Background: an optimization exercise with open tools, aiming at small area and a short achievable clock period. Do not read the settings as production practice. RTL that was checked went through simulation tests only; none was proved equivalent to the original. The RTL of runs 4 to 7 was laid out without a check of its function. Power and IR drop assume default switching activity.

<file path="design.v">
`default_nettype none
package aluPkg;
    localparam int DATA_W    = 32;                   
    localparam int NUM_LANES = 4;                    
    localparam int LANE_W    = $clog2(NUM_LANES);    
    localparam int SHIFT_W   = $clog2(DATA_W);       
    localparam int OP_W      = 6;                    
    typedef enum logic [OP_W-1:0] {
        SLL  = 6'b000000,    
        SRL  = 6'b000010,    
        SRA  = 6'b000011,    
        SLLV = 6'b000100,    
        SRLV = 6'b000110,    
        SRAV = 6'b000111,    
        MOVZ = 6'b001010,
        MOVN = 6'b001011,
        CLO  = 6'b011100,
        CLZ  = 6'b011101,
        ADD  = 6'b100000,
        ADDU = 6'b100001,
        SUB  = 6'b100010,
        SUBU = 6'b100011,
        AND  = 6'b100100,
        OR   = 6'b100101,
        XOR  = 6'b100110,
        NOR  = 6'b100111,
        SLT  = 6'b101010,
        SLTU = 6'b101011
    } aluOp_e;
    localparam int FLAG_W     = 5;
    localparam int FLAG_ZERO  = 0;   
    localparam int FLAG_NEG   = 1;   
    localparam int FLAG_CARRY = 2;   
    localparam int FLAG_OVF   = 3;   
    localparam int FLAG_COND  = 4;   
endpackage
`default_nettype wire
`default_nettype none
package aluBusPkg;
    localparam int ADDR_W = 8;
    localparam logic [ADDR_W-1:0] REG_OPA    = 8'h00;   
    localparam logic [ADDR_W-1:0] REG_OPB    = 8'h04;   
    localparam logic [ADDR_W-1:0] REG_CMD    = 8'h08;   
    localparam logic [ADDR_W-1:0] REG_RESULT = 8'h10;   
    localparam logic [ADDR_W-1:0] REG_FLAGS  = 8'h14;   
    localparam logic [ADDR_W-1:0] REG_STATUS = 8'h18;   
    localparam int             RESP_W      = 2;
    localparam logic [RESP_W-1:0] RESP_OKAY   = 2'b00;
    localparam logic [RESP_W-1:0] RESP_SLVERR = 2'b10;
    localparam int QUEUE_DEPTH = 4;
    localparam int QPTR_W      = $clog2(QUEUE_DEPTH);
    localparam int QCNT_W      = $clog2(QUEUE_DEPTH + 1);   
endpackage
`default_nettype wire
`timescale 1ns/1ps
`default_nettype none
module aluLane (
    input  logic [4:0]                  op,
    input  logic [aluPkg::DATA_W-1:0]   a,
    input  logic [aluPkg::DATA_W-1:0]   b,
    output logic [aluPkg::DATA_W-1:0]   res,
    output logic                        carry,
    output logic                        ovf,
    output logic                        cond
);
    logic        arith;      
    logic        sub;
    logic [31:0] bx;
    logic [32:0] sum;
    logic        lt;
    logic [31:0] logicRes;
    logic        shArith;
    logic        shLeft;
    logic [4:0]  shAmt;
    logic [31:0] shData;
    logic [32:0] shWide;
    logic [31:0] shOut;
    logic [31:0] clIn;
    logic [5:0]  clCnt;
    logic        bZero;
    function automatic logic [5:0] countOnes(input logic [31:0] x);
        logic [5:0] n;
        logic       stop;
        n    = '0;
        stop = 1'b0;
        for (int i = 31; i >= 0; i = i - 1)
        begin
            if (!x[i])
                stop = 1'b1;
            else if (!stop)
                n = n + 1'b1;
        end
        countOnes = n;
    endfunction
    function automatic logic [31:0] rev(input logic [31:0] x);
        for (int i = 0; i < 32; i = i + 1)
            rev[i] = x[31-i];
    endfunction
    assign arith = op[4];
    assign sub = op[1];
    assign bx  = b ^ {32{sub}};
    assign sum = {1'b0, a} + {1'b0, bx} + {32'b0, sub};
    assign ovf = arith && !op[2] && !op[3] && (a[31] == bx[31]) && (sum[31] != a[31]);
    assign carry = arith && !op[2] && !op[3] && (op[1] ? !sum[32] : (op[0] && sum[32]));
    assign lt  = op[0] ? !sum[32] : (sum[31] ^ ((a[31] == bx[31]) && (sum[31] != a[31])));
    always_comb
    begin
        case (op[1:0])
            2'b00:   logicRes = a & b;
            2'b01:   logicRes = a | b;
            2'b10:   logicRes = a ^ b;
            default: logicRes = ~(a | b);
        endcase
    end
    assign shArith = op[1] && op[0];             
    assign shLeft  = !op[1];                     
    assign shAmt   = op[2] ? (shArith ? b[4:0] : a[4:0]) : 5'd1;
    assign shData  = shArith ? a : (shLeft ? rev(b) : b);
    assign shWide  = $signed({shArith && a[31], shData}) >>> shAmt;
    assign shOut   = shWide[31:0];
    assign clIn  = a ^ {32{op[0]}};
    assign clCnt = countOnes(clIn);
    assign bZero = (b == 32'b0);
    assign cond  = !arith && op[3] && !op[2] && (op[0] ? !bZero : bZero);
    always_comb
    begin
        if (arith)
        begin
            if (op[3])
                res = {31'b0, lt};
            else if (op[2])
                res = logicRes;
            else
                res = sum[31:0];
        end
        else if (op[3])
        begin
            if (op[2])
                res = {26'b0, clCnt};
            else
                res = cond ? a : 32'b0;
        end
        else
            res = shLeft ? rev(shOut) : shOut;
    end
endmodule
`default_nettype wire
`timescale 1ns/1ps
`default_nettype none
module aluDispatch (
    input  logic                            clk,
    input  logic                            rstN,
    input  logic                            awvalid,
    output logic                            awready,
    input  logic [aluBusPkg::ADDR_W-1:0]    awaddr,
    input  logic                            wvalid,
    output logic                            wready,
    input  logic [aluPkg::DATA_W-1:0]       wdata,
    output logic                            bvalid,
    input  logic                            bready,
    output logic [aluBusPkg::RESP_W-1:0]    bresp,
    input  logic                            full,
    output logic                            issue,       
    output logic [4:0]                      issueOp,     
    output logic [aluPkg::DATA_W-1:0]       issueA,
    output logic [aluPkg::DATA_W-1:0]       issueB
);
    logic isCmd;
    logic isA;
    logic isB;
    logic cmdLegal;
    logic accept;
    logic errResp;
    logic [5:0] op;
    assign op    = wdata[5:0];
    assign isCmd = (awaddr == aluBusPkg::REG_CMD);
    assign isA   = (awaddr == aluBusPkg::REG_OPA);
    assign isB   = (awaddr == aluBusPkg::REG_OPB);
    always_comb
    begin
        case (op)
            6'h00, 6'h02, 6'h03, 6'h04, 6'h06, 6'h07, 6'h0a, 6'h0b, 6'h1c, 6'h1d,
            6'h20, 6'h21, 6'h22, 6'h23, 6'h24, 6'h25, 6'h26, 6'h27, 6'h2a, 6'h2b:
                cmdLegal = 1'b1;
            default:
                cmdLegal = 1'b0;
        endcase
    end
    assign accept  = awvalid && wvalid && (!bvalid || bready) && !(isCmd && full);
    assign awready = accept;
    assign wready  = accept;
    assign issue   = accept && isCmd && cmdLegal;
    assign errResp = !(isA || isB || (isCmd && cmdLegal));
    always_ff @(posedge clk or negedge rstN)
    begin
        if (!rstN)
            bvalid <= 1'b0;
        else if (accept)
            bvalid <= 1'b1;
        else if (bready)
            bvalid <= 1'b0;
    end
    assign bresp[0] = 1'b0;
    always_ff @(posedge clk)
    begin
        issueOp <= {op[5], op[3:0]};     
        if (accept)
        begin
            bresp[1] <= errResp;
            if (isA)
                issueA <= wdata;
            if (isB)
                issueB <= wdata;
        end
    end
endmodule
`default_nettype wire
`timescale 1ns/1ps
`default_nettype none
module aluCollect (
    input  logic                            clk,
    input  logic                            rstN,
    input  logic                            issue,
    input  logic [aluPkg::DATA_W-1:0]       result,
    input  logic                            carry,
    input  logic                            ovf,
    input  logic                            cond,
    input  logic                            arvalid,
    output logic                            arready,
    input  logic [aluBusPkg::ADDR_W-1:0]    araddr,
    output logic                            rvalid,
    input  logic                            rready,
    output logic [aluPkg::DATA_W-1:0]       rdata,
    output logic [aluBusPkg::RESP_W-1:0]    rresp,
    output logic                            full,
    output logic                            wrValid      
);
    localparam int SLOT_W = aluPkg::DATA_W + 3;
    logic [SLOT_W-1:0] mem [aluBusPkg::QUEUE_DEPTH];
    logic [aluBusPkg::QPTR_W-1:0] wrPtr;
    logic [aluBusPkg::QPTR_W-1:0] rdPtr;
    logic [aluBusPkg::QCNT_W-1:0] count;     
    logic [aluBusPkg::QCNT_W-1:0] occ;       
    logic              v2;
    logic              v3;
    logic              arFire;
    logic              notEmpty;
    logic              pop;
    logic [SLOT_W-1:0] head;
    logic [aluPkg::DATA_W-1:0] rdNext;
    logic              errNext;
    assign arFire   = arvalid && arready;
    assign notEmpty = (count != '0);
    assign pop      = arFire && (araddr == aluBusPkg::REG_RESULT) && notEmpty;
    assign full     = occ[aluBusPkg::QCNT_W-1];      
    assign head     = mem[rdPtr];
    always_comb
    begin
        rdNext  = '0;
        errNext = 1'b0;
        case (araddr)
            aluBusPkg::REG_RESULT:
                if (notEmpty)
                    rdNext = head[aluPkg::DATA_W-1:0];
                else
                    errNext = 1'b1;
            aluBusPkg::REG_FLAGS:
                if (notEmpty)
                    rdNext[4:0] = {head[SLOT_W-1:aluPkg::DATA_W], head[aluPkg::DATA_W-1],
                                   (head[aluPkg::DATA_W-1:0] == '0)};
                else
                    errNext = 1'b1;
            aluBusPkg::REG_STATUS: rdNext[aluBusPkg::QCNT_W-1:0] = count;
            default: errNext = 1'b1;
        endcase
    end
    always_ff @(posedge clk or negedge rstN)
    begin
        if (!rstN)
        begin
            wrValid <= 1'b0;
            v2      <= 1'b0;
            v3      <= 1'b0;
            wrPtr   <= '0;
            rdPtr   <= '0;
            count   <= '0;
            occ     <= '0;
            arready <= 1'b0;
            rvalid  <= 1'b0;
        end
        else
        begin
            wrValid <= issue;
            v2      <= wrValid;
            v3      <= v2;
            if (wrValid)
                wrPtr <= wrPtr + 1'b1;
            if (pop)
                rdPtr <= rdPtr + 1'b1;
            case ({v3, pop})
                2'b10:   count <= count + 1'b1;
                2'b01:   count <= count - 1'b1;
                default: count <= count;
            endcase
            case ({issue, pop})
                2'b10:   occ <= occ + 1'b1;
                2'b01:   occ <= occ - 1'b1;
                default: occ <= occ;
            endcase
            if (arFire)
            begin
                rvalid  <= 1'b1;
                arready <= 1'b0;
            end
            else if (rvalid && rready)
            begin
                rvalid  <= 1'b0;
                arready <= 1'b1;
            end
            else if (!rvalid)
                arready <= 1'b1;
        end
    end
    assign rresp[0] = 1'b0;
    always_ff @(posedge clk)
    begin
        if (wrValid)
            mem[wrPtr] <= {cond, ovf, carry, result};
        if (arFire)
        begin
            rdata    <= rdNext;
            rresp[1] <= errNext;
        end
    end
endmodule
`default_nettype wire
`timescale 1ns/1ps
`default_nettype none
module aluCluster (
    input  logic                            clk,
    input  logic                            rstN,
    input  logic                            awvalid,
    output logic                            awready,
    input  logic [aluBusPkg::ADDR_W-1:0]    awaddr,
    input  logic                            wvalid,
    output logic                            wready,
    input  logic [aluPkg::DATA_W-1:0]       wdata,
    output logic                            bvalid,
    input  logic                            bready,
    output logic [aluBusPkg::RESP_W-1:0]    bresp,
    input  logic                            arvalid,
    output logic                            arready,
    input  logic [aluBusPkg::ADDR_W-1:0]    araddr,
    output logic                            rvalid,
    input  logic                            rready,
    output logic [aluPkg::DATA_W-1:0]       rdata,
    output logic [aluBusPkg::RESP_W-1:0]    rresp
);
    logic                       issue;
    logic [4:0]                 issueOp;
    logic [aluPkg::DATA_W-1:0]  issueA;
    logic [aluPkg::DATA_W-1:0]  issueB;
    logic [aluPkg::DATA_W-1:0]  result;
    logic                       carry;
    logic                       ovf;
    logic                       cond;
    logic                       full;
    logic                       wrValid;
    aluDispatch dispatch_i (
        .clk        (clk),
        .rstN       (rstN),
        .awvalid    (awvalid),
        .awready    (awready),
        .awaddr     (awaddr),
        .wvalid     (wvalid),
        .wready     (wready),
        .wdata      (wdata),
        .bvalid     (bvalid),
        .bready     (bready),
        .bresp      (bresp),
        .full       (full),
        .issue      (issue),
        .issueOp    (issueOp),
        .issueA     (issueA),
        .issueB     (issueB)
    );
    aluLane lane_i (
        .op     (issueOp),
        .a      (issueA),
        .b      (issueB),
        .res    (result),
        .carry  (carry),
        .ovf    (ovf),
        .cond   (cond)
    );
    aluCollect collect_i (
        .clk        (clk),
        .rstN       (rstN),
        .issue      (issue),
        .result     (result),
        .carry      (carry),
        .ovf        (ovf),
        .cond       (cond),
        .arvalid    (arvalid),
        .arready    (arready),
        .araddr     (araddr),
        .rvalid     (rvalid),
        .rready     (rready),
        .rdata      (rdata),
        .rresp      (rresp),
        .full       (full),
        .wrValid    (wrValid)
    );
endmodule
`default_nettype wire
</file>
<file path="run.sh">
#!/bin/bash
# synth_recipe.tcl (not shown) runs the flow's synth.tcl, then flattens the netlist and writes it again
# the make line also repeats each setting of config.mk as NAME=value (left out here)
make -C /OpenROAD-flow-scripts/flow DESIGN_CONFIG=/design/flow/config.mk WORK_HOME=/design/flow/orfs CLKGATE_MAP_FILE= SYNTH_SCRIPT=/design/flow/synth_recipe.tcl finish
</file>
<file path="config.mk">
export PLATFORM = sky130hd
export DESIGN_NAME = aluCluster
export DESIGN_NICKNAME = aluCluster
export VERILOG_FILES = /design/flow/design.v
export SDC_FILE = /design/flow/constraint.sdc
export NUM_CORES = 4
export LEC_CHECK = 0
export CAP_MARGIN = 20
export CORE_MARGIN = 2
export CORE_UTILIZATION = 40
export SLEW_MARGIN = 20
</file>
<file path="constraint.sdc">
create_clock -name core_clock -period 26.0 [get_ports {clk}]
set_input_delay 5.2000 -clock core_clock [delete_from_list [all_inputs] [get_ports {clk}]]
set_output_delay 5.2000 -clock core_clock [all_outputs]
set_load 0.01 [all_outputs]
</file>
==> impl_metrics.json, run 1 <==
{
  "critPathBufInv": 4,
  "grt_pass1_wl_um": 96970,
  "grt.total_usage": 0.2325,
  "post-place-ws_ns": 3.346,
  "vdd_drop_max_mv": 0.04440,
  "synth-edff-count": 238,
  "cp_slowest_stage_delay_ns": 0.73,
  "worst_pin_slew_ns": 1.033,
  "synthDistinctLibCells": 102,
  "top_layer": "met5",
  "die-area_sq_um": 54390,
  "num_vias": 16970,
  "place_area_sq_um": 22550,
  "routed_wl_um": 64010,
  "clock-skew-final_ns": 0.01758,
  "setup_viol_count_final": 0,
  "power_density_nw_per_um2": 42.93,
  "start_util": 0.4024,
  "relSlewSlack": 0.3097,
  "syn_inst": 2193,
  "wl_met1_um": 27940,
  "boundaryPins": 96,
  "timing.final.crit_share": 0.8800,
  "fmax_ghz": 0.04371,
  "yosys.area.top_type": "edfxtp_1",
  "met3_length_um": 3913,
  "clock-sinks": 259,
  "utilization": 0.4479,
  "drv_cap": 0,
  "ant_nets": 0,
  "drv_slew": 0,
  "leakagePower_nw": 9.165,
  "viasPerCell": 5.804,
  "final.setup.worst_slack_ns": 3.120,
  "htreeDepth": 1,
  "grt_pass1_vias": 16100,
  "yosys_warnings": 3,
  "grt_setup_unrepaired": "false",
  "ys_seq_area_frac": 0.3639,
  "first_pass_iters": 6,
  "cts_tree": "yes",
  "drive_gt1_frac": 0.07472,
  "syn_to_final_growth_pct": 11.30,
  "hold_viol": 0,
  "yosys_most_used_dff": "edfxtp_1",
  "path_clk_slew_ns": 0.07,
  "whs_ns": 0.3484,
  "die_y_um": 233.2,
  "cp.arrival_ns": 23.21,
  "syn_area_sq_um": 21020,
  "clockBufferDepth": 3,
  "final.setup.tns_ns": 0,
  "fin_crit_ns": 22.88,
  "end_kind": "register",
  "slowest_stage": "dfxtp_4",
  "synth_seq_cells": 259,
  "drc": 0,
  "crit_type": "reg -> reg",
  "grt_max_degree": 109,
  "fillers": 4972,
  "final_cell_area_sq_um": 23390,
  "wl_per_cell_um": 21.89,
  "clock_latency_ns": 0.56,
  "cp.required_ns": 26.33,
  "crit_fanout": 49,
  "syn_area_per_cell_sq_um": 9.584,
  "cts_buffers": 27,
  "startpoint_type": "register",
  "synthTopCellsByArea": "edfxtp_1, ha_1, mux2i_1",
  "drtIter0Drc": 1449,
  "io_buffers": 93,
  "path_common_cell": "ha_1",
  "postCtsSetupRepairBufs": 0,
  "gp_congestion": 0.9868,
  "ctsResizeCount": 0,
  "dp_hpwl_um": 47330,
  "synth_top_area_share": 0.3400,
  "antenna_found_initial": 2,
  "status": "timing/DRC/antenna clean",
  "wl_met2_um": 29600,
  "rows": 84,
  "fin_nets": 2402,
  "core_sq_um": 52240,
  "die_width_um": 233.2,
  "cts_hold_buffers": 0,
  "root_buffer": "clkbuf_16",
  "overflow": 0,
  "hold_path_class": "reg -> reg",
  "async_flop_share": 0.06178,
  "path_delay_family": "adder cells"
}
==> cells in the final DEF (no fill, tap or decap), types with 9 or more instances in the layout <==
cell type / count
nand2_1: 152
or3_1: 21
a21o_1: 13
and2_1: 44
a31oi_1: 11
clkinv_2: 9
nor3_1: 39
inv_1: 106
mux2_2: 12
a211oi_1: 50
clkdlybuf4s50_1: 93
nor2b_1: 45
o21ai_0: 104
o31ai_1: 9
a22oi_1: 15
xor2_1: 106
ha_1: 130
dfrtp_1: 15
o22ai_1: 31
xnor3_1: 9
clkbuf_16: 27
a21oi_1: 196
mux4_2: 35
nand3_1: 28
nor4_1: 26
edfxtp_1: 238
buf_4: 30
xnor2_1: 51
mux2i_1: 133
and3_1: 10
nor2_1: 216
nand2b_1: 26
o211ai_1: 17
nand4_1: 9
==> report_power, final <==
group | internal (mW) | switching (mW)
sequential | 0.462 | 0.00554
combinational | 0.0625 | 0.0987
clock | 0.211 | 0.165
total | 0.735 | 0.269
==> kinds of logic after synthesis <==
logic type / Yosys count / share of synthesized area
AOI/OAI and AO/OA: 534 / 0.1592
xor gates and xnor gates: 175 / 0.08442
adders and majority gates: 134 / 0.08072
buffers and inverters: 241 / 0.04536
DFF: 259 / 0.3639
muxes: 182 / 0.1091
other: 1 / 0.0001784
and+or+nand+nor: 667 / 0.1572
==> Yosys cell counts, types with 5 or more instances <==
cell type / number
a31oi_1: 11
o21a_1: 8
mux4_2: 35
or3_1: 21
dfrtp_1: 16
inv_1: 107
and2_1: 44
or2_2: 7
and3_1: 10
ha_1: 130
edfxtp_1: 238
xor2_1: 106
a22oi_1: 15
nor2_1: 216
o21ai_0: 104
nand4_1: 9
nor2b_1: 46
mux2_2: 12
a32oi_1: 5
o211ai_1: 17
nor4_1: 29
buf_1: 24
a211oi_1: 50
a21o_1: 13
nand2b_1: 26
a21oi_1: 196
nand3_1: 28
nand2_1: 152
a21boi_0: 6
nor3_1: 39
buf_4: 6
a2111oi_0: 6
o22ai_1: 31
o31ai_1: 9
o21ai_1: 7
nand3b_1: 6
a221oi_1: 5
clkbuf_1: 97
xnor2_1: 51
dfxtp_1: 5
xnor3_1: 9
mux2i_1: 133
o22a_1: 5
==> metrics by stage <==
step / total power [mW] / instances
CTS: 1.012 / 2923
global route: 1.045 / 2923
finish: 1.004 / 2924
detailed placement: 0.6355 / 2873
global placement: 0.6338 / 2873
floorplan: 0.5799 / 2194
==> per-layer routing <==
metal / vias up / track usage
li1: 8079 / -
met1: 8190 / 0.3122
met2: 567 / 0.3817
met3: 132 / 0.03076
met4: 4 / 0.08698
met5: - / 0
==> path summary, 6_finish.rpt <==
path | from | endpoint | slack, ns | depth (start not counted)
worst max register to register | dispatch_i.issueOp[0] | collect_i.mem[2][5] | 3.12 | 105
max in group asynchronous | rstN | collect_i.rdPtr[0] | 20.40 | 1
worst min register to register | collect_i.v2 | collect_i.v3 | 0.35 | 0
min in group asynchronous | rstN | collect_i.v3 | 5.09 | 1
worst min-delay path | collect_i.v2 | collect_i.v3 | 0.35 | 0
worst max-delay path | dispatch_i.issueOp[0] | collect_i.mem[2][5] | 3.12 | 105
==> state kept, by name, indices dropped and copies added (netlist names) <==
name	flops
collect_i.rvalid	1
collect_i.v2	1
dispatch_i.bvalid	1
collect_i.wrPtr	2
collect_i.occ	3
collect_i.rdata	32
dispatch_i.issueB	32
collect_i.arready	1
collect_i.mem	140
collect_i.rdPtr	2
collect_i.v3	1
dispatch_i.issueA	32
collect_i.wrValid	1
collect_i.count	3
dispatch_i.issueOp	5
collect_i.rresp	1
dispatch_i.bresp	1
==> final cells by class <==
class                      count  area (sq um)  share of cell area
sequential                   259          7657              0.3273
antenna                        1         2.502           0.0001070
clock inverter                19         152.6            0.006525
multi-input combinational   1694         12450              0.5321
tap                          688         860.8             0.03680
clock buffer                  31         690.7             0.02952
inverter                     108         405.4             0.01733
timing repair buffer         124          1176             0.05028
==> run 2, diff against run 1 <==
--- a/design.v
+++ b/design.v
@@ -63,46 +63,49 @@
     output logic                        ovf,
     output logic                        cond
 );
-    logic        arith;      
+    logic        arith;
     logic        sub;
     logic [31:0] bx;
-    logic [32:0] sum;
+    logic [31:0] sum;
+    logic        cout;
+    logic        ovfRaw;
     logic        lt;
     logic [31:0] logicRes;
     logic        shArith;
     logic        shLeft;
     logic [4:0]  shAmt;
     logic [31:0] shData;
-    logic [32:0] shWide;
     logic [31:0] shOut;
-    logic [31:0] clIn;
     logic [5:0]  clCnt;
     logic        bZero;
-    function automatic logic [5:0] countOnes(input logic [31:0] x);
-        logic [5:0] n;
-        logic       stop;
-        n    = '0;
-        stop = 1'b0;
-        for (int i = 31; i >= 0; i = i - 1)
-        begin
-            if (!x[i])
-                stop = 1'b1;
-            else if (!stop)
-                n = n + 1'b1;
-        end
-        countOnes = n;
-    endfunction
     function automatic logic [31:0] rev(input logic [31:0] x);
         for (int i = 0; i < 32; i = i + 1)
             rev[i] = x[31-i];
     endfunction
+    function automatic logic [16:0] ripple16(input logic [15:0] x, input logic [15:0] y, input logic ci);
+        logic c;
+        c = ci;
+        for (int i = 0; i < 16; i = i + 1)
+        begin
+            ripple16[i] = x[i] ^ y[i] ^ c;
+            c           = (x[i] & y[i]) | (c & (x[i] ^ y[i]));
+        end
+        ripple16[16] = c;
+    endfunction
     assign arith = op[4];
+    logic [16:0] lo;
+    logic [16:0] hi0;
+    logic [16:0] hi1;
     assign sub = op[1];
     assign bx  = b ^ {32{sub}};
-    assign sum = {1'b0, a} + {1'b0, bx} + {32'b0, sub};
-    assign ovf = arith && !op[2] && !op[3] && (a[31] == bx[31]) && (sum[31] != a[31]);
-    assign carry = arith && !op[2] && !op[3] && (op[1] ? !sum[32] : (op[0] && sum[32]));
-    assign lt  = op[0] ? !sum[32] : (sum[31] ^ ((a[31] == bx[31]) && (sum[31] != a[31])));
+    assign lo  = ripple16(a[15:0], bx[15:0], sub);
+    assign hi0 = ripple16(a[31:16], bx[31:16], 1'b0);
+    assign hi1 = ~ripple16(~a[31:16], ~bx[31:16], 1'b0);
+    assign {cout, sum} = {(hi1 & {17{lo[16]}}) | (hi0 & {17{!lo[16]}}), lo[15:0]};
+    assign ovfRaw = (a[31] == bx[31]) && (sum[31] != a[31]);
+    assign ovf    = arith && !op[2] && !op[3] && ovfRaw;
+    assign carry  = arith && !op[2] && !op[3] && (op[1] ? !cout : (op[0] && cout));
+    assign lt     = op[0] ? !cout : (sum[31] ^ ovfRaw);
     always_comb
     begin
         case (op[1:0])
@@ -112,14 +115,52 @@
             default: logicRes = ~(a | b);
         endcase
     end
+    logic [31:0] s0, s1, s2, s3, s4;
+    logic        fill;
     assign shArith = op[1] && op[0];             
     assign shLeft  = !op[1];                     
     assign shAmt   = op[2] ? (shArith ? b[4:0] : a[4:0]) : 5'd1;
     assign shData  = shArith ? a : (shLeft ? rev(b) : b);
-    assign shWide  = $signed({shArith && a[31], shData}) >>> shAmt;
-    assign shOut   = shWide[31:0];
-    assign clIn  = a ^ {32{op[0]}};
-    assign clCnt = countOnes(clIn);
+    assign fill    = shArith && a[31];
+    assign s0    = shAmt[0] ? {fill, shData[31:1]} : shData;
+    assign s1    = shAmt[1] ? {{2{fill}}, s0[31:2]} : s0;
+    assign s2    = shAmt[2] ? {{4{fill}}, s1[31:4]} : s1;
+    assign s3    = shAmt[3] ? {{8{fill}}, s2[31:8]} : s2;
+    assign s4    = shAmt[4] ? {{16{fill}}, s3[31:16]} : s3;
+    assign shOut = s4;
+    logic [31:0] x;
+    logic [15:0] al0; logic [15:0]      c0;
+    logic [7:0]  al1; logic [7:0][1:0] c1;
+    logic [3:0]  al2; logic [3:0][2:0] c2;
+    logic [1:0]  al3; logic [1:0][3:0] c3;
+    logic        al4; logic [4:0]      c4;
+    assign x = a ^ {32{op[0]}};
+    always_comb
+    begin
+        for (int i = 0; i < 16; i++)
+        begin
+            al0[i] = x[2*i+1] & x[2*i];
+            c0[i]  = x[2*i+1];
+        end
+        for (int i = 0; i < 8; i++)
+        begin
+            al1[i] = al0[2*i+1] & al0[2*i];
+            c1[i]  = al0[2*i+1] ? {1'b1, c0[2*i]} : {1'b0, c0[2*i+1]};
+        end
+        for (int i = 0; i < 4; i++)
+        begin
+            al2[i] = al1[2*i+1] & al1[2*i];
+            c2[i]  = al1[2*i+1] ? {1'b1, c1[2*i]} : {1'b0, c1[2*i+1]};
+        end
+        for (int i = 0; i < 2; i++)
+        begin
+            al3[i] = al2[2*i+1] & al2[2*i];
+            c3[i]  = al2[2*i+1] ? {1'b1, c2[2*i]} : {1'b0, c2[2*i+1]};
+        end
+        al4 = al3[1] & al3[0];
+        c4  = al3[1] ? {1'b1, c3[0]} : {1'b0, c3[1]};
+    end
+    assign clCnt = {al4, al4 ? 5'b0 : c4};
     assign bZero = (b == 32'b0);
     assign cond  = !arith && op[3] && !op[2] && (op[0] ? !bZero : bZero);
     always_comb
@@ -131,7 +172,7 @@
             else if (op[2])
                 res = logicRes;
             else
-                res = sum[31:0];
+                res = sum;
         end
         else if (op[3])
         begin
==> impl_metrics.json, run 2 <==
{
  "status": "timing/DRC/antenna clean",
  "drc": 0,
  "antenna_found_initial": 0,
  "grt.total_usage": 0.2251,
  "post-place-ws_ns": 13.74,
  "grt_pass1_vias": 13060,
  "syn_to_final_growth_pct": 12.31,
  "cts_tree": "yes",
  "syn_area_per_cell_sq_um": 11.13,
  "ys_seq_area_frac": 0.4286,
  "synth_commonest_cells": "edfxtp_1, mux2i_1, nand2_1",
  "viasPerCell": 5.767,
  "end_kind": "primary output",
  "worst_pin_slew_ns": 1.065,
  "whs_ns": 0.3452,
  "async_flop_share": 0.06178,
  "htreeDepth": 1,
  "path_delay_family": "buffers and inverters",
  "syn_area_sq_um": 17840,
  "clock-skew-final_ns": 0.03064,
  "yosys.area.top_type": "edfxtp_1",
  "boundaryPins": 96,
  "largest_register_ff_count": 140,
  "antenna_cells": 0,
  "crit_fanout": 5,
  "gp_congestion": 0.9691,
  "grt_setup_unrepaired": "false",
  "drv_cap": 0,
  "cp_slowest_stage_delay_ns": 0.53,
  "critPathBufInv": 2,
  "power_density_nw_per_um2": 49.27,
  "clockBufferDepth": 3,
  "final.setup.tns_ns": 0,
  "fin_nets": 1813,
  "io_buffers": 93,
  "overflow": 0,
  "synthDistinctLibCells": 80,
  "rows": 77,
  "die-area_sq_um": 46320,
  "setup_viol_count_final": 0,
  "vdd_drop_max_mv": 0.04669,
  "drive_gt1_frac": 0.09354,
  "hold_viol": 0,
  "start_util": 0.4044,
  "ant_nets": 0,
  "core_sq_um": 44120,
  "clock-sinks": 259,
  "postCtsSetupRepairBufs": 0,
  "drtIter0Drc": 989,
  "top_register": "collect_i.mem",
  "first_pass_iters": 5,
  "synth-edff-count": 238,
  "routed_wl_um": 52130,
  "crit_type": "in -> out",
  "cts_buffers": 28,
  "place_area_sq_um": 19190,
  "relSlewSlack": 0.2835,
  "num_vias": 12970,
  "cp.arrival_ns": 7.04,
  "synth_seq_cells": 259,
  "die_width_um": 215.2,
  "dp_hpwl_um": 39080,
  "synth_most_common_cell": "edfxtp_1",
  "syn_inst": 1603,
  "synth_top_area_share": 0.4005,
  "grt_max_degree": 101,
  "cts_hold_buffers": 0,
  "leakagePower_nw": 7.525,
  "wl_per_cell_um": 23.18,
  "layout_commonest_cell": "edfxtp_1",
  "ctsResizeCount": 0,
  "reg2reg_setup_slack_ns": 16.20,
  "final_cell_area_sq_um": 20040,
  "synthTopCellsByArea": "edfxtp_1, mux2i_1, fa_1",
  "hold_path_class": "reg -> reg",
  "yosys_warnings": 3,
  "crit_chain": "clkdlybuf4s50_1, nor4_1, nand2_1, nor2_1, a31oi_1, clkdlybuf4s50_1",
  "final.setup.worst_slack_ns": 13.76,
  "yosys_most_used_dff": "edfxtp_1",
  "final_cell_mix": "edfxtp_1, mux2i_1, nand2_1",
  "timing.final.crit_share": 0.4708,
  "power_mw": 0.9874,
  "root_buffer": "clkbuf_16",
  "path_common_cell": "clkdlybuf4s50_1",
  "clock_latency_ns": 0.59,
  "path_clk_slew_ns": 0.06,
  "fin_crit_ns": 12.24,
  "fmax_ghz": 0.08170,
  "drv_slew": 0,
  "startpoint_type": "input pin",
  "grt_pass1_wl_um": 79920,
  "die_y_um": 215.2,
  "slowest_stage": "clkdlybuf4s50_1",
  "cp.required_ns": 20.80
}
[run 2: cell count changes in the layout (fill, tap and decap cells not counted), moves of 20 or more]
| cell | before | now |
|---|---|---|
| nor2_1 | 216 | 107 |
| a21oi_1 | 196 | 93 |
| o21ai_0 | 104 | 71 |
| a211oi_1 | 50 | 16 |
| fa_1 | 3 | 46 |
| or3_1 | 21 | 1 |
| o22ai_1 | 31 | 8 |
| nor2b_1 | 45 | 8 |
| xnor2_1 | 51 | 21 |
| nand2_1 | 152 | 124 |
| ha_1 | 130 | 73 |
| xor2_1 | 106 | 55 |
[run 2: per-layer routing]
metal  part of all wire  track usage  vias to the layer above
met5                  0            0                        -
met1               0.43       0.2922                     6448
met2               0.48       0.3782                      389
met4              0.046      0.09356                        0
li1                   -            -                     6015
met3              0.051      0.03171                      117
[run 2: per-stage QoR]
step | std cells | utilization
finish | 2249 | 0.4542
global route | 2249 | 0.4542
CTS | 2249 | 0.4541
detailed placement | 2200 | 0.4349
global placement | 2200 | 0.4348
floorplan | 1604 | -
[run 2: path summary, 6_finish.rpt]
| path | start | endpoint | depth (start not counted) |
|---|---|---|---|
| min in group asynchronous | rstN | collect_i.count[1] | 1 |
| min reg2reg | collect_i.v2 | collect_i.v3 | 0 |
| max reg2reg | dispatch_i.issueOp[1] | collect_i.mem[1][0] | 25 |
| max | awaddr[5] | wready | 6 |
| max in group asynchronous | rstN | collect_i.rdPtr[0] | 1 |
| min | collect_i.v2 | collect_i.v3 | 0 |
[run 2: cells by family (layout without fill, tap and decap cells)]
| family | after synthesis | after routing | synth area share |
|---|---|---|---|
| flip-flops | 259 | 259 | 0.4286 |
| adder cells (fa/ha/maj) | 120 | 120 | 0.1039 |
| multiplexers | 212 | 212 | 0.1460 |
| XOR/XNOR | 76 | 76 | 0.03730 |
| buffers and inverters | 203 | 256 | 0.05224 |
| AND/OR/NAND/NOR | 388 | 388 | 0.1033 |
| AO/OA/AOI/OAI | 344 | 344 | 0.1285 |
| other | 1 | 2 | 0.0002101 |
[run 2: layout make-up]
| type | instances | area [sq um] |
|---|---|---|
| Inverter | 88 | 330.3 |
| Fill cell | 4205 | 24080 |
| Tap cell | 592 | 740.7 |
| Timing Repair Buffer | 119 | 1139 |
| Clock inverter | 15 | 127.6 |
| Multi-Input combinational cell | 1142 | 9324 |
| Sequential cell | 259 | 7657 |
| Clock buffer | 34 | 723.2 |
[run 2: power breakdown]
part | switching, mW | internal (mW)
logic | 0.0937 | 0.0586
clock network | 0.159 | 0.207
registers | 0.00485 | 0.463
total | 0.258 | 0.729
==> run 3, diff against run 2 <==
--- a/config.mk
+++ b/config.mk
@@ -5,7 +5,9 @@
 export SDC_FILE = /design/flow/constraint.sdc
 export NUM_CORES = 4
 export LEC_CHECK = 0
+export ABC_AREA = 1
 export CAP_MARGIN = 20
 export CORE_MARGIN = 2
 export CORE_UTILIZATION = 40
+export CTS_BUF_LIST = sky130_fd_sc_hd__clkbuf_4
 export SLEW_MARGIN = 20
==> impl_metrics.json, run 3 <==
{
  "status": "timing/DRC/antenna clean",
  "synth_top_area_share": 0.4086,
  "grt_pass1_wl_um": 84060,
  "syn_inst": 2101,
  "ctsResizeCount": 0,
  "rows": 76,
  "worst_pin_slew_ns": 1.081,
  "largest_register_ff_count": 140,
  "htreeDepth": 3,
  "cts_tree": "yes",
  "timing.final.crit_share": 0.4934,
  "syn_area_sq_um": 17490,
  "vdd_drop_max_mv": 0.02522,
  "die_y_um": 213.1,
  "grt_max_degree": 65,
  "clock-skew-final_ns": 0.06419,
  "synth_most_common_cell": "nand2_1",
  "routed_wl_um": 55120,
  "async_flop_share": 0.06178,
  "final_cell_mix": "nand2_1, nand3_1, edfxtp_1",
  "first_pass_iters": 5,
  "drtIter0Drc": 1592,
  "viasPerCell": 5.495,
  "end_kind": "primary output",
  "setup_viol_count_final": 0,
  "die_width_um": 213.1,
  "seq_area_sq_um": 7655,
  "path_clk_slew_ns": 0.07,
  "multi_input_area_sq_um": 8772,
  "die-area_sq_um": 45420,
  "drv_cap": 0,
  "cts_buffers": 72,
  "overflow": 0,
  "fmax_ghz": 0.07795,
  "dp_hpwl_um": 38490,
  "fin_cells": 2814,
  "num_vias": 15460,
  "synth_xor_area_frac": 0.02446,
  "start_util": 0.4061,
  "cp.arrival_ns": 7.63,
  "fin_nets": 2347,
  "top_register": "collect_i.mem",
  "relSlewSlack": 0.2786,
  "power_density_nw_per_um2": 50.99,
  "final.setup.tns_ns": 0,
  "clock_latency_ns": 0.81,
  "synth_top_family_by_area": "simple AND/OR/NAND/NOR gates",
  "postCtsSetupRepairBufs": 0,
  "synth_commonest_cells": "nand2_1, nand3_1, edfxtp_1",
  "antenna_found_initial": 2,
  "synth_compound_area_frac": 0.08798,
  "yosys.area.top_type": "edfxtp_1",
  "clock-sinks": 259,
  "dpl.cell_count": 2683,
  "gp_congestion": 0.9683,
  "layout_commonest_cell": "nand2_1",
  "utilization": 0.4590,
  "ys_seq_area_frac": 0.4372,
  "crit_type": "in -> out",
  "cp.required_ns": 20.80,
  "yosys_most_used_dff": "edfxtp_1",
  "hold_viol": 0,
  "core_sq_um": 43080,
  "whs_ns": 0.3500,
  "grt_setup_unrepaired": "false",
  "synth-simple-area-share": 0.2810,
  "io_buffers": 93,
  "clockBufferDepth": 3,
  "grt_pass1_vias": 14620,
  "cts_hold_buffers": 0,
  "grt.total_usage": 0.2456,
  "root_buffer": "clkbuf_4",
  "boundaryPins": 96,
  "synth_seq_cells": 259,
  "crit_fanout": 5,
  "synthTopCellsByArea": "edfxtp_1, nand2_1, nand3_1",
  "fin_crit_ns": 12.83,
  "syn_area_per_cell_sq_um": 8.326,
  "synthDistinctLibCells": 56,
  "wl_per_cell_um": 19.59,
  "synth-edff-count": 238,
  "hold_path_class": "reg -> reg",
  "ant_nets": 0,
  "drive_gt1_frac": 0.08135,
  "yosys_warnings": 3,
  "synthAdderAreaFrac": 0.1060,
  "drv_slew": 0,
  "synthMuxAreaShare": 0,
  "leakagePower_nw": 8.391,
  "drc": 0,
  "syn_to_final_growth_pct": 13.04,
  "startpoint_type": "input pin",
  "fillers": 4261
}
run 3: cell count changes in the layout (fill, tap and decap cells not counted), sizes merged, moves of 50 or more:
| cell | delta |
|---|---|
| mux2i | -150 |
| inv | +50 |
| nand3 | +278 |
| nand2 | +596 |
| clkbuf | +67 |
run 3: layout make-up:
type,count,area share
Sequential cell,259,0.3871
Multi-Input combinational cell,1579,0.4436
Inverter,141,0.02677
Timing Repair Buffer,119,0.05733
Clock buffer,101,0.03834
Antenna cell,4,0.0005062
Tap cell,585,0.03702
Clock inverter,26,0.009301
run 3: cell families (layout without fill, tap and decap cells):
logic type,after synthesis,in the layout
AND/OR/NAND/NOR,1168,1168
adder cells (fa/ha/maj),120,120
other,1,6
XOR/XNOR,48,48
AO/OA/AOI/OAI,241,241
flip-flops,259,259
buffers and inverters,264,387
run 3: where the power goes:
part           switching [mW]  internal [mW]
logic                   0.107         0.0520
clock network           0.175          0.209
registers             0.00342          0.463
run 3: final timing paths:
path | depth (start not counted) | start | slack [ns] | endpoint
hold / removal | 0 | collect_i.v2 | 0.35 | collect_i.v3
setup reg to reg | 26 | dispatch_i.issueOp[1] | 16.37 | collect_i.mem[2][0]
max in group asynchronous | 1 | rstN | 20.60 | collect_i.rdPtr[0]
hold reg to reg | 0 | collect_i.v2 | 0.35 | collect_i.v3
setup / recovery | 6 | awaddr[5] | 13.17 | awready
min in group asynchronous | 1 | rstN | 4.87 | collect_i.rvalid
run 3: per-stage QoR:
step	cell area (sq um)	power (mW)	worst slack [ns]
floorplan	17500	0.5740	14.39
global placement	18810	0.6290	13.22
detailed placement	18820	0.6310	13.16
CTS	19760	1.020	13.16
global route	19770	1.062	12.91
finish	19770	1.008	13.17
run 3: critical path, cell delays in order:
cell	delay, ns
clkdlybuf4s50_1	0.40
nor4_1	0.41
nand4_1	0.17
o21ai_0	0.71
inv_1	0.19
clkdlybuf4s50_1	0.54
run 3: routing by layer:
| layer | GRT usage | routed length [um] | vias to the layer above |
|---|---|---|---|
| met1 | 0.3355 | 23880 | 7370 |
| li1 | - | - | 7317 |
| met5 | 0 | 0 | - |
| met4 | 0.08753 | 1706 | 0 |
| met3 | 0.04089 | 4063 | 119 |
| met2 | 0.3939 | 25470 | 657 |
==> run 4, diff against run 3 <==
--- a/design.v
+++ b/design.v
@@ -70,7 +70,6 @@
     logic        cout;
     logic        ovfRaw;
     logic        lt;
-    logic [31:0] logicRes;
     logic        shArith;
     logic        shLeft;
     logic [4:0]  shAmt;
@@ -106,15 +105,6 @@
     assign ovf    = arith && !op[2] && !op[3] && ovfRaw;
     assign carry  = arith && !op[2] && !op[3] && (op[1] ? !cout : (op[0] && cout));
     assign lt     = op[0] ? !cout : (sum[31] ^ ovfRaw);
-    always_comb
-    begin
-        case (op[1:0])
-            2'b00:   logicRes = a & b;
-            2'b01:   logicRes = a | b;
-            2'b10:   logicRes = a ^ b;
-            default: logicRes = ~(a | b);
-        endcase
-    end
     logic [31:0] s0, s1, s2, s3, s4;
     logic        fill;
     assign shArith = op[1] && op[0];             
@@ -163,26 +153,28 @@
     assign clCnt = {al4, al4 ? 5'b0 : c4};
     assign bZero = (b == 32'b0);
     assign cond  = !arith && op[3] && !op[2] && (op[0] ? !bZero : bZero);
+    logic selSum, selLt, selLog, selClz, selShR, selShL;
+    assign selSum = arith && !op[3] && !op[2];
+    assign selLt  = arith && op[3];
+    assign selLog = arith && !op[3] && op[2];
+    assign selClz = !arith && op[3] && op[2];
+    assign selShR = !arith && !op[3] && op[1];
+    assign selShL = !arith && !op[3] && !op[1];
+    logic [3:0] tt;
+    assign tt[3] = (selLog && !op[1]) || cond;
+    assign tt[2] = (selLog && (op[1] ^ op[0])) || cond;
+    assign tt[1] = selLog && (op[1] ^ op[0]);
+    assign tt[0] = selLog && op[1] && op[0];
+    logic [31:0] shRev;
+    assign shRev = rev(shOut);
     always_comb
     begin
-        if (arith)
-        begin
-            if (op[3])
-                res = {31'b0, lt};
-            else if (op[2])
-                res = logicRes;
-            else
-                res = sum;
-        end
-        else if (op[3])
-        begin
-            if (op[2])
-                res = {26'b0, clCnt};
-            else
-                res = cond ? a : 32'b0;
-        end
-        else
-            res = shLeft ? rev(shOut) : shOut;
+        for (int i = 0; i < 32; i++)
+            res[i] = (a[i] && b[i] && tt[3]) || (a[i] && !b[i] && tt[2]) ||
+                     (!a[i] && b[i] && tt[1]) || (!a[i] && !b[i] && tt[0]) ||
+                     (selSum && sum[i]) || (selShR && shOut[i]) || (selShL && shRev[i]);
+        res[5:0] = res[5:0] | ({6{selClz}} & clCnt);
+        res[0]   = res[0] | (selLt && lt);
     end
 endmodule
 `default_nettype wire
==> flow/run.sh (new file) <==
#!/bin/bash
# The standard layout, with plain buffers on the ports instead of the
# delay buffers buffer_ports picks on its own. Tool output goes to make.log
# here and to orfs/logs.
set -euo pipefail
bash standard.sh \
  "BUFFER_PORTS_ARGS=-buffer_cell sky130_fd_sc_hd__buf_2" \
  finish > make.log 2>&1
==> standard.sh (new file) <==
#!/bin/bash
# synth_recipe.tcl (not shown) runs the flow's synth.tcl, then flattens the netlist and writes it again
# the make line also repeats each setting of config.mk as NAME=value (left out here)
make -C /OpenROAD-flow-scripts/flow DESIGN_CONFIG=/design/flow/config.mk WORK_HOME=/design/flow/orfs CLKGATE_MAP_FILE= SYNTH_SCRIPT=/design/flow/synth_recipe.tcl "${@:-finish}"
--- a/config.mk
+++ b/config.mk
@@ -5,9 +5,7 @@
 export SDC_FILE = /design/flow/constraint.sdc
 export NUM_CORES = 4
 export LEC_CHECK = 0
-export ABC_AREA = 1
 export CAP_MARGIN = 20
 export CORE_MARGIN = 2
 export CORE_UTILIZATION = 40
-export CTS_BUF_LIST = sky130_fd_sc_hd__clkbuf_4
 export SLEW_MARGIN = 20
removed: run.sh
==> impl_metrics.json, run 4 <==
{
  "status": "timing/DRC/antenna clean",
  "largest_register_ff_count": 140,
  "async_flop_share": 0.06178,
  "worst_pin_slew_ns": 1.028,
  "syn_area_sq_um": 17030,
  "clock_latency_ns": 0.60,
  "clock-sinks": 259,
  "clock-skew-final_ns": 0.04043,
  "synth_seq_cells": 259,
  "synthTopCellsByArea": "edfxtp_1, mux4_2, fa_1",
  "hold_path_class": "reg -> reg",
  "ctsResizeCount": 0,
  "ys_seq_area_frac": 0.4492,
  "reg2reg_setup_slack_ns": 16.26,
  "drive_gt1_frac": 0.1908,
  "yosys_most_used_dff": "edfxtp_1",
  "startpoint_type": "input pin",
  "cp.arrival_ns": 6.31,
  "cts_buffers": 29,
  "root_buffer": "clkbuf_16",
  "gp_congestion": 1.016,
  "crit_fanout": 4,
  "setup_viol_count_final": 0,
  "rows": 75,
  "dp_hpwl_um": 43010,
  "htreeDepth": 1,
  "path_clk_slew_ns": 0.06,
  "final_cell_mix": "edfxtp_1, nand2_1, nor2_1, buf_2, o21ai_0",
  "power_density_nw_per_um2": 52.37,
  "fin_crit_ns": 11.51,
  "postCtsSetupRepairBufs": 0,
  "crit_type": "in -> out",
  "grt_setup_unrepaired": "false",
  "leakagePower_nw": 6.499,
  "drv_cap": 0,
  "overflow": 0,
  "grt_max_degree": 60,
  "cp.required_ns": 20.80,
  "io_buffers": 93,
  "cts_tree": "yes",
  "fin_nets": 1627,
  "synth_top_area_share": 0.4198,
  "synth-edff-count": 238,
  "hp-start": "collect_i.v2",
  "r2r_cells": 27,
  "core_sq_um": 41950,
  "whs_ns": 0.3556,
  "grt_pass1_vias": 12890,
  "num_vias": 13280,
  "die_y_um": 210.3,
  "min_to": "collect_i.v3",
  "layout_commonest_cell": "edfxtp_1",
  "place_area_sq_um": 17820,
  "wl_per_cell_um": 27.93,
  "relSlewSlack": 0.3128,
  "antenna_found_initial": 3,
  "fillers": 3848,
  "start_util": 0.4059,
  "grt_pass1_wl_um": 86250,
  "synth_most_common_cell": "edfxtp_1",
  "drtIter0Drc": 1415,
  "syn_to_final_growth_pct": 9.914,
  "vdd_drop_max_mv": 0.04560,
  "syn_inst": 1487,
  "die-area_sq_um": 44230,
  "cts_hold_buffers": 0,
  "final.setup.tns_ns": 0,
  "hold_viol": 0,
  "timing.final.crit_share": 0.4429,
  "yosys_warnings": 3,
  "end_kind": "primary output",
  "syn_area_per_cell_sq_um": 11.45,
  "clockBufferDepth": 3,
  "synth_commonest_cells": "edfxtp_1, nand2_1, nor2_1",
  "drv_slew": 0,
  "viasPerCell": 6.399,
  "top_register": "collect_i.mem",
  "r2r_end": "collect_i.mem[2][0]",
  "routed_wl_um": 57990,
  "boundaryPins": 96,
  "final_cell_area_sq_um": 18710,
  "fmax_ghz": 0.08685,
  "yosys.area.top_type": "edfxtp_1",
  "synthDistinctLibCells": 98,
  "reg2reg_from": "dispatch_i.issueOp[1]",
  "ant_nets": 0,
  "whs_path_depth": 0,
  "die_width_um": 210.3,
  "first_pass_iters": 6,
  "drc": 0,
  "grt.total_usage": 0.2633
}
[run 4: cell families after synthesis]
family | count (synthesis) | share of synthesized area
adder cells (fa/ha/maj) | 57 | 0.06261
flip-flops | 259 | 0.4492
AO/OA/AOI/OAI | 383 | 0.1612
other | 1 | 0.0002203
buffers and inverters | 172 | 0.04814
XOR/XNOR | 43 | 0.02212
multiplexers | 152 | 0.1293
AND/OR/NAND/NOR | 420 | 0.1272
[run 4: how the worst max path moves through the flow]
stage,slack (ns),cells past startpoint,startpoint,end
finish,14.49,6,awaddr[5],wready
global route,14.38,6,awaddr[5],awready
CTS,14.48,6,awaddr[5],wready
detailed placement,14.48,6,awaddr[5],wready
global placement,14.55,6,awaddr[5],awready
floorplan,14.65,5,awaddr[5],wready
[run 4: through the flow]
stage	std cells	total power, mW	setup slack [ns]	util
floorplan	1488	0.5576	14.65	-
global placement	2023	0.6057	14.55	0.4249
detailed placement	2023	0.6061	14.48	0.4249
CTS	2075	0.9870	14.48	0.4459
global route	2075	1.017	14.38	0.4461
finish	2076	0.9800	14.49	0.4461
[run 4: worst max-delay path, cell delays in order]
cell     delay (ns)
buf_2          0.10
nor4_1         0.35
nand2_1        0.17
nor2_1         0.15
a31oi_1        0.16
buf_2          0.18
[run 4: report_power, final]
group | internal (mW) | leakage (nW) | total (mW) | switching (mW)
clock network | 0.218 | 0.421 | 0.379 | 0.161
logic | 0.0447 | 3.65 | 0.134 | 0.0897
registers | 0.463 | 2.43 | 0.466 | 0.00370
total | 0.726 | 6.50 | 0.980 | 0.254
[run 4: cell type report]
cell class / count / area (sq um) / share of cell area
diodes: 1 / 2.502 / 0.0001337
multi-input cells: 1057 / 8607 / 0.4600
clock inverters: 13 / 110.1 / 0.005884
well taps: 539 / 674.4 / 0.03604
flip-flops and latches: 259 / 7652 / 0.4089
repair buffers: 132 / 758.2 / 0.04052
clock buffers: 39 / 773.2 / 0.04132
inverters: 36 / 135.1 / 0.007221
[run 4: per-layer routing]
metal / global-route usage / share of wire / up-vias
met1: 0.3556 / 0.41 / 6601
met4: 0.1176 / 0.052 / 2
met3: 0.05840 / 0.092 / 150
met2: 0.4074 / 0.45 / 715
li1: - / - / 5816
met5: 0 / 0.00022 / -
==> run 5, diff against run 4 <==
==> flow/run.sh (replaced) <==
#!/bin/bash
# The standard layout, with plain buffers on the ports instead of the
# delay buffers buffer_ports picks on its own, and repair aiming for slack
# well beyond the clock target. Tool output goes to make.log here and to
# orfs/logs.
set -euo pipefail
bash standard.sh \
  "BUFFER_PORTS_ARGS=-buffer_cell sky130_fd_sc_hd__buf_2" \
  SETUP_SLACK_MARGIN=15 \
  finish > make.log 2>&1
==> impl_metrics.json, run 5 <==
{
  "fin_nets": 1632,
  "p_switching_mw": 0.2513,
  "grt.total_usage": 0.2627,
  "cp_slowest_stage_delay_ns": 0.31,
  "core_sq_um": 41950,
  "fillers": 3917,
  "boundaryPins": 96,
  "worst_pin_slew_ns": 1.091,
  "critPathBufInv": 2,
  "timing.final.crit_share": 0.4352,
  "cts_buffers": 27,
  "clock-sinks": 259,
  "fmax_ghz": 0.08838,
  "fin_crit_ns": 11.31,
  "syn_inst": 1487,
  "synth_seq_cells": 259,
  "yosys_warnings": 3,
  "yosys_most_used_dff": "edfxtp_1",
  "root_buffer": "clkbuf_16",
  "hp-start": "collect_i.v2",
  "end_kind": "primary output",
  "pwr-share-seq": 0.478,
  "crit_chain": "buf_6, nor4_4, nand2_2, nor2_4, a31oi_4, buf_2",
  "crit_start": "awaddr[4]",
  "leakagePower_nw": 6.546,
  "io_buffers": 93,
  "cts_tree": "yes",
  "grt_pass1_wl_um": 85880,
  "syn_to_final_growth_pct": 10.45,
  "top_register": "collect_i.mem",
  "async_flop_share": 0.06178,
  "syn_area_per_cell_sq_um": 11.45,
  "yosys.area.top_type": "edfxtp_1",
  "overflow": 0,
  "clock-skew-final_ns": 0.04422,
  "die-area_sq_um": 44230,
  "die_y_um": 210.3,
  "clockBufferDepth": 3,
  "synth_commonest_cells": "edfxtp_1, nand2_1, nor2_1",
  "ant_nets": 0,
  "utilization": 0.4483,
  "num_vias": 13240,
  "routed_wl_um": 58110,
  "layout_commonest_cell": "edfxtp_1",
  "final_cell_mix": "edfxtp_1, nand2_1, nor2_1, buf_2, o21ai_0",
  "drv_slew": 0,
  "reg2reg_from": "dispatch_i.issueOp[1]",
  "wl_per_cell_um": 27.95,
  "clock_latency_ns": 0.60,
  "vdd_drop_max_mv": 0.04692,
  "final.setup.tns_ns": 0,
  "drv_cap": 0,
  "rows": 75,
  "drc": 0,
  "p_sw_frac": 0.2574,
  "path_delay_family": "simple AND/OR/NAND/NOR gates",
  "setup_viol_count_final": 0,
  "grt_pass1_vias": 12820,
  "status": "timing/DRC/antenna clean",
  "grt_setup_unrepaired": "true",
  "antenna_found_initial": 1,
  "dp_hpwl_um": 43390,
  "syn_area_sq_um": 17030,
  "final_cell_area_sq_um": 18800,
  "place_area_sq_um": 17890,
  "die_width_um": 210.3,
  "relSlewSlack": 0.2702,
  "crit_fanout": 4,
  "synth_top_area_share": 0.4198,
  "hold_viol": 0,
  "whs_ns": 0.3499,
  "power_frac_comb": 0.138,
  "path_clk_slew_ns": 0.06,
  "grt_max_degree": 60,
  "antenna_cells": 0,
  "first_pass_iters": 5,
  "synthTopCellsByArea": "edfxtp_1, mux4_2, fa_1",
  "p_clk_frac": 0.384,
  "drtIter0Drc": 1235,
  "start_util": 0.4059,
  "hold_path_class": "reg -> reg",
  "startpoint_type": "input pin",
  "p_int_mw": 0.7247,
  "largest_register_ff_count": 140,
  "synth_most_common_cell": "edfxtp_1",
  "ys_seq_area_frac": 0.4492,
  "htreeDepth": 1,
  "gp_congestion": 1.035,
  "cp.required_ns": 20.80,
  "drive_gt1_frac": 0.1981,
  "synth-edff-count": 238,
  "cp.arrival_ns": 6.11,
  "viasPerCell": 6.367,
  "slowest_stage": "nor4_4",
  "power_density_nw_per_um2": 51.90,
  "crit_type": "in -> out",
  "synthDistinctLibCells": 98
}
==> run 5: cell counts after synthesis <==
No cell type changed its count.
==> run 5: cell type report <==
class / instances / area (sq um) / area share
Multi-Input combinational cell: 1057 / 8663 / 0.4607
Clock buffer: 36 / 729.5 / 0.03879
Timing Repair Buffer: 139 / 823.3 / 0.04378
Sequential cell: 259 / 7652 / 0.4069
Clock inverter: 13 / 126.4 / 0.006720
Inverter: 36 / 135.1 / 0.007186
Tap cell: 539 / 674.4 / 0.03586
==> run 5: final timing paths <==
kind | end | slack [ns] | cells past startpoint
hold reg to reg | collect_i.v3 | 0.35 | 0
hold / removal | collect_i.v3 | 0.35 | 0
max in group asynchronous | collect_i.rdPtr[0] | 21.18 | 1
setup / recovery | awready | 14.69 | 6
min in group asynchronous | collect_i.rvalid | 4.54 | 1
setup reg to reg | collect_i.mem[1][0] | 15.54 | 28
==> run 5: cells by family (layout without fill, tap and decap cells) <==
family | Yosys count | after routing | synth area share
simple gates | 420 | 420 | 0.1272
compound gates | 383 | 383 | 0.1612
flops | 259 | 259 | 0.4492
buf+inv | 172 | 224 | 0.04814
mux | 152 | 152 | 0.1293
fa+ha+maj | 57 | 57 | 0.06261
xor+xnor | 43 | 43 | 0.02212
other cells | 1 | 2 | 0.0002203
==> run 5: stage by stage <==
stage	power [mW]	worst slack, ns	instances
after floorplan	0.5578	14.78	1488
after global placement	0.6068	14.62	2026
after detailed placement	0.6067	14.57	2026
after CTS	0.9828	14.71	2078
after global routing	1.011	14.64	2079
final	0.9760	14.69	2079
==> run 5: layer usage <==
layer	up-vias	GRT usage	wire, um
met1	6618	0.3518	23800
met4	0	0.1056	2605
li1	5837	-	-
met2	647	0.4203	27080
met5	-	0	0
met3	136	0.05185	4632
==> run 5: power by group through the flow <==
stage	clock network, mW	logic (mW)	registers, mW
floorplan	0	0.0827	0.475
global placement	0	0.132	0.475
detailed placement	0	0.132	0.475
CTS	0.384	0.133	0.466
global route	0.401	0.144	0.467
finish	0.375	0.135	0.466
==> run 5: what timing repair did <==
| item | 4_1_cts | 5_1_grt |
|---|---|---|
| hold buffers | 0 | 0 |
| setup endpoints to repair | 2 | 2 |
| resized for setup | 4 | 0 |
| pin swaps | 4 | 1 |
| buffers inserted | 3 | 1 |
==> run 6, diff against run 5 <==
--- a/config.mk
+++ b/config.mk
@@ -5,6 +5,7 @@
 export SDC_FILE = /design/flow/constraint.sdc
 export NUM_CORES = 4
 export LEC_CHECK = 0
+export ABC_AREA = 1
 export CAP_MARGIN = 20
 export CORE_MARGIN = 2
 export CORE_UTILIZATION = 40
==> impl_metrics.json, run 6 <==
{
  "grt_pass1_wl_um": 82310,
  "power_density_nw_per_um2": 53.65,
  "core_sq_um": 42130,
  "r2r_end": "collect_i.mem[3][0]",
  "p_int_mw": 0.7477,
  "synth_commonest_cells": "nand2_1, nand3_1, edfxtp_1",
  "num_vias": 15370,
  "crit_start": "awaddr[4]",
  "root_buffer": "clkbuf_16",
  "pwr-share-seq": 0.456,
  "first_pass_iters": 5,
  "antenna_found_initial": 0,
  "wl_per_cell_um": 19.08,
  "routed_wl_um": 52550,
  "path_common_cell": "buf_6",
  "yosys.area.top_type": "edfxtp_1",
  "syn_to_final_growth_pct": 10.69,
  "ys_seq_area_frac": 0.4454,
  "cts_hold_buffers": 0,
  "p_sw_frac": 0.2667,
  "leakagePower_nw": 8.079,
  "final_cell_mix": "nand2_1, nand3_1, edfxtp_1",
  "clock_latency_ns": 0.60,
  "cp.arrival_ns": 6.19,
  "crit_type": "in -> out",
  "worst_pin_slew_ns": 1.009,
  "drv_slew": 0,
  "clock-skew-final_ns": 0.02839,
  "crit_fanout": 3,
  "power_mw": 1.020,
  "fmax_ghz": 0.08783,
  "synth-edff-count": 238,
  "power_frac_comb": 0.136,
  "htreeDepth": 1,
  "largest_register_ff_count": 140,
  "fin_nets": 2303,
  "clock-sinks": 259,
  "async_flop_share": 0.06178,
  "r2r_cells": 28,
  "die-area_sq_um": 44600,
  "hold_viol": 0,
  "drtIter0Drc": 1422,
  "cp-endpoint": "wready",
  "vdd_drop_max_mv": 0.05159,
  "drive_gt1_frac": 0.09345,
  "layout_commonest_cell": "nand2_1",
  "gp_congestion": 0.9886,
  "syn_area_sq_um": 17170,
  "yosys_warnings": 3,
  "timing.final.crit_share": 0.4379,
  "cp_slowest_stage_delay_ns": 0.28,
  "synth_seq_cells": 259,
  "cp.required_ns": 20.80,
  "boundaryPins": 96,
  "end_kind": "primary output",
  "path_delay_family": "simple AND/OR/NAND/NOR gates",
  "fillers": 4210,
  "synthDistinctLibCells": 55,
  "crit_chain": "buf_6, nor4_4, nand4_1, o21ai_4, inv_2, buf_6",
  "syn_inst": 2164,
  "syn_area_per_cell_sq_um": 7.934,
  "cp.depth": 6,
  "die_width_um": 211.2,
  "path_clk_slew_ns": 0.06,
  "viasPerCell": 5.581,
  "die_y_um": 211.2,
  "setup_viol_count_final": 0,
  "start_util": 0.4075,
  "relSlewSlack": 0.3258,
  "antenna_cells": 0,
  "slowest_stage": "nor4_4",
  "clockBufferDepth": 3,
  "ant_nets": 0,
  "final.setup.tns_ns": 0,
  "io_buffers": 93,
  "dp_hpwl_um": 37690,
  "drc": 0,
  "drv_cap": 0,
  "rows": 75,
  "hold_path_class": "reg -> reg",
  "status": "timing/DRC/antenna clean",
  "grt_max_degree": 76,
  "top_register": "collect_i.mem",
  "grt_setup_unrepaired": "true",
  "p_clk_frac": 0.408,
  "grt_pass1_vias": 14360,
  "reg2reg_from": "dispatch_i.issueOp[1]",
  "yosys_most_used_dff": "edfxtp_1",
  "startpoint_type": "input pin",
  "grt.total_usage": 0.2377,
  "cts_tree": "yes",
  "synthTopCellsByArea": "edfxtp_1, nand2_1, nand3_1",
  "p_switching_mw": 0.2719,
  "fin_crit_ns": 11.39,
  "synth_most_common_cell": "nand2_1",
  "reg2reg_setup_slack_ns": 16.63,
  "overflow": 0,
  "cts_buffers": 30,
  "critPathBufInv": 3,
  "synth_top_area_share": 0.4162
}
run 6: power groups by stage:
stage | clock network, mW | registers [mW] | logic (mW)
2_1_floorplan | 0 | 0.475 | 0.0910
3_3_place_gp | 0 | 0.474 | 0.134
3_5_place_dp | 0 | 0.474 | 0.135
4_1_cts | 0.428 | 0.465 | 0.137
5_1_grt | 0.446 | 0.465 | 0.154
6_report | 0.416 | 0.465 | 0.139
run 6: worst min path at each step:
| stage | cells past startpoint | end | from |
|---|---|---|---|
| 4_1_cts | 0 | collect_i.v3 | collect_i.v2 |
| 2_1_floorplan | 0 | collect_i.v3 | collect_i.v2 |
| 6_report | 0 | collect_i.v3 | collect_i.v2 |
| 5_1_grt | 0 | collect_i.v3 | collect_i.v2 |
| 3_3_place_gp | 0 | collect_i.v3 | collect_i.v2 |
| 3_5_place_dp | 0 | collect_i.v3 | collect_i.v2 |
run 6: per-stage QoR:
step	instances	instance area (sq um)	hold WS (ns)	worst slack [ns]	util
finish	2754	19010	0.3479	14.61	0.4511
floorplan	2165	17200	0.3312	14.71	-
detailed placement	2691	17900	0.3355	14.40	0.4249
CTS	2750	18950	0.3491	14.67	0.4499
global placement	2691	17900	0.3361	14.45	0.4249
global route	2754	19010	0.3605	14.55	0.4511
run 6: what timing repair did:
item	4_1_cts	5_1_grt
pin swaps	3	3
gates resized for setup	5	0
setup endpoints to repair	2	2
setup buffers	3	2
run 6: cell type report:
type / count / area [sq um] / area share
timing repair buffer: 127 / 765.7 / 0.04029
multi-input combinational: 1610 / 8302 / 0.4368
clock buffer: 33 / 762.0 / 0.04009
inverter: 163 / 618.1 / 0.03252
tap: 539 / 674.4 / 0.03548
sequential: 259 / 7650 / 0.4025
clock inverter: 23 / 234.0 / 0.01231
run 6: kinds of logic (layout without fill, tap and decap cells):
kind of cell | Yosys count | after routing | share of synthesized area
mux | 1 | 1 | 0.0005830
flops | 259 | 259 | 0.4454
fa+ha+maj | 57 | 57 | 0.06209
buf+inv | 296 | 346 | 0.07491
simple gates | 1326 | 1326 | 0.3309
other cells | 1 | 2 | 0.0002184
compound gates | 200 | 200 | 0.07367
xor+xnor | 24 | 24 | 0.01224
run 6: metal layers:
| layer | vias to the layer above | GRT usage | share of wire |
|---|---|---|---|
| li1 | 7343 | - | - |
| met1 | 7334 | 0.3369 | 0.44 |
| met2 | 587 | 0.3664 | 0.44 |
| met3 | 107 | 0.03821 | 0.074 |
| met4 | 0 | 0.08985 | 0.040 |
| met5 | - | 0 | 0 |
==> run 7, diff against run 6 <==
--- a/config.mk
+++ b/config.mk
@@ -5,8 +5,9 @@
 export SDC_FILE = /design/flow/constraint.sdc
 export NUM_CORES = 4
 export LEC_CHECK = 0
-export ABC_AREA = 1
 export CAP_MARGIN = 20
 export CORE_MARGIN = 2
 export CORE_UTILIZATION = 40
+export CTS_BUF_LIST = sky130_fd_sc_hd__clkbuf_8
+export CTS_CLUSTER_SIZE = 40
 export SLEW_MARGIN = 20
==> impl_metrics.json, run 7 <==
{
  "status": "timing/DRC/antenna clean",
  "end_kind": "primary output",
  "yosys_warnings": 3,
  "yosys.area.top_type": "edfxtp_1",
  "p_switching_mw": 0.2535,
  "synth_top_area_share": 0.4198,
  "synth-edff-count": 238,
  "grt.total_usage": 0.2662,
  "post-place-ws_ns": 14.57,
  "hold_path_class": "reg -> reg",
  "reg2reg_setup_slack_ns": 15.54,
  "die-area_sq_um": 44230,
  "p_clk_frac": 0.355,
  "dp_hpwl_um": 43390,
  "grt_pass1_wl_um": 86550,
  "hp-start": "collect_i.v2",
  "crit_type": "in -> out",
  "yosys_most_used_dff": "edfxtp_1",
  "cp_slowest_stage_delay_ns": 0.33,
  "gp_congestion": 1.035,
  "cts_buffers": 42,
  "die_width_um": 210.3,
  "final.setup.worst_slack_ns": 14.65,
  "final.setup.tns_ns": 0,
  "path_clk_slew_ns": 0.06,
  "top_layer": "met4",
  "grt_max_degree": 60,
  "syn_area_sq_um": 17030,
  "grt_pass1_vias": 12900,
  "crit_chain": "buf_6, nor4_4, nand2_2, nor2_4, a31oi_4, buf_2",
  "largest_register_ff_count": 140,
  "cts_tree": "yes",
  "slowest_stage": "nor4_4",
  "wl_met1_um": 24460,
  "synthTopCellsByArea": "edfxtp_1, mux4_2, fa_1",
  "drive_gt1_frac": 0.2042,
  "synth_most_common_cell": "edfxtp_1",
  "top_register": "collect_i.mem",
  "crit_fanout": 4,
  "power_mw": 0.9322,
  "die_y_um": 210.3,
  "viasPerCell": 6.336,
  "core_sq_um": 41950,
  "antenna_found_initial": 1,
  "synth_seq_cells": 259,
  "fmax_ghz": 0.08811,
  "ant_nets": 0,
  "relSlewSlack": 0.2486,
  "wl_per_cell_um": 27.91,
  "cts_hold_buffers": 0,
  "rows": 75,
  "overflow": 0,
  "clock_latency_ns": 0.65,
  "r2r_end": "collect_i.mem[1][0]",
  "hold_viol": 0,
  "antenna_cells": 0,
  "whs_path_depth": 0,
  "syn_inst": 1487,
  "wl_met2_um": 27310,
  "vdd_drop_max_mv": 0.03683,
  "syn_area_per_cell_sq_um": 11.45,
  "worst_pin_slew_ns": 1.124,
  "clockBufferDepth": 3,
  "drv_cap": 0,
  "routed_wl_um": 58650,
  "p_int_mw": 0.6787,
  "syn_to_final_growth_pct": 9.914,
  "layout_commonest_cell": "edfxtp_1",
  "start_util": 0.4059,
  "htreeDepth": 2,
  "reg2reg_from": "dispatch_i.issueOp[1]"
}
## run 7: changes by cell type after synthesis, moves of 21 or more
cell	delta
nand2_1	-505
nand3_1	-386
nor2_1	-138
inv_1	-116
mux2i_1	+65
mux4_2	+44
o211ai_1	+42
mux2_2	+34
and2_1	+24
a211oi_1	+21
## run 7: repair_timing
action / 4_1_cts / 5_1_grt
gates resized for setup: 4 / 0
buffers inserted: 3 / 1
setup endpoints to repair: 2 / 2
pin swaps: 4 / 1
## run 7: layer usage
metal  vias to the layer above  GRT usage
li1                       5858          -
met3                       119    0.05453
met1                      6720     0.3571
met4                         0     0.1086
met2                       615     0.4232
met5                         -          0
## run 7: power by group through the flow
| stage | Clock [mW] | Sequential, mW | Combinational, mW |
|---|---|---|---|
| 2_1_floorplan | 0 | 0.475 | 0.0827 |
| 3_3_place_gp | 0 | 0.475 | 0.132 |
| 3_5_place_dp | 0 | 0.475 | 0.132 |
| 4_1_cts | 0.344 | 0.466 | 0.133 |
| 5_1_grt | 0.361 | 0.467 | 0.144 |
| 6_report | 0.331 | 0.466 | 0.135 |
## run 7: metrics by stage
step / hold WS (ns) / cells / util / instance area [sq um]
after global placement: 0.3339 / 2026 / 0.4262 / 17880
after global routing: 0.3466 / 2101 / 0.4461 / 18710
after detailed placement: 0.3362 / 2026 / 0.4265 / 17890
after CTS: 0.3409 / 2100 / 0.4457 / 18700
final: 0.3395 / 2101 / 0.4461 / 18710
after floorplan: 0.3312 / 1488 / - / 17070
## run 7: worst max-delay path by stage
stage	startpoint	to	slack (ns)	cells after the start
global placement	awaddr[5]	awready	14.62	6
detailed placement	awaddr[5]	awready	14.57	6
finish	awaddr[4]	awready	14.65	6
CTS	awaddr[6]	awready	14.71	6
floorplan	awaddr[5]	wready	14.78	5
global route	awaddr[4]	awready	14.63	6
## run 7: final cells by class
type                            count  area, sq um  share of cell area
Sequential cell                   259         7652              0.4089
Clock inverter                     29        186.4            0.009963
Tap cell                          539        674.4             0.03604
Timing Repair Buffer              139        823.3             0.04400
Multi-Input combinational cell   1057         8663              0.4630
Clock buffer                       42        578.1             0.03089
Inverter                           36        135.1            0.007221
## run 7: logic make-up after synthesis
family	after synthesis	share of synthesized area
adder cells (fa/ha/maj)	57	0.06261
AND/OR/NAND/NOR	420	0.1272
XOR/XNOR	43	0.02212
other	1	0.0002203
AO/OA/AOI/OAI	383	0.1612
flip-flops	259	0.4492
buffers and inverters	172	0.04814
multiplexers	152	0.1293
## run 7: worst max-delay path, delay by kind of cell
family | cells | cell delay (ns)
AOI/OAI and AO/OA | 1 | 0.11
and+or+nand+nor | 3 | 0.59
buffers and inverters | 2 | 0.26

Re-timed with assumed drivers on the ports (clkbuf_16 on the clock, buf_2 on other inputs), run 7 has 14.614 ns of setup slack against 14.651 ns with ideal ports, and 14.614 ns once port delays also move by the mid clock arrival of 0.663 ns.
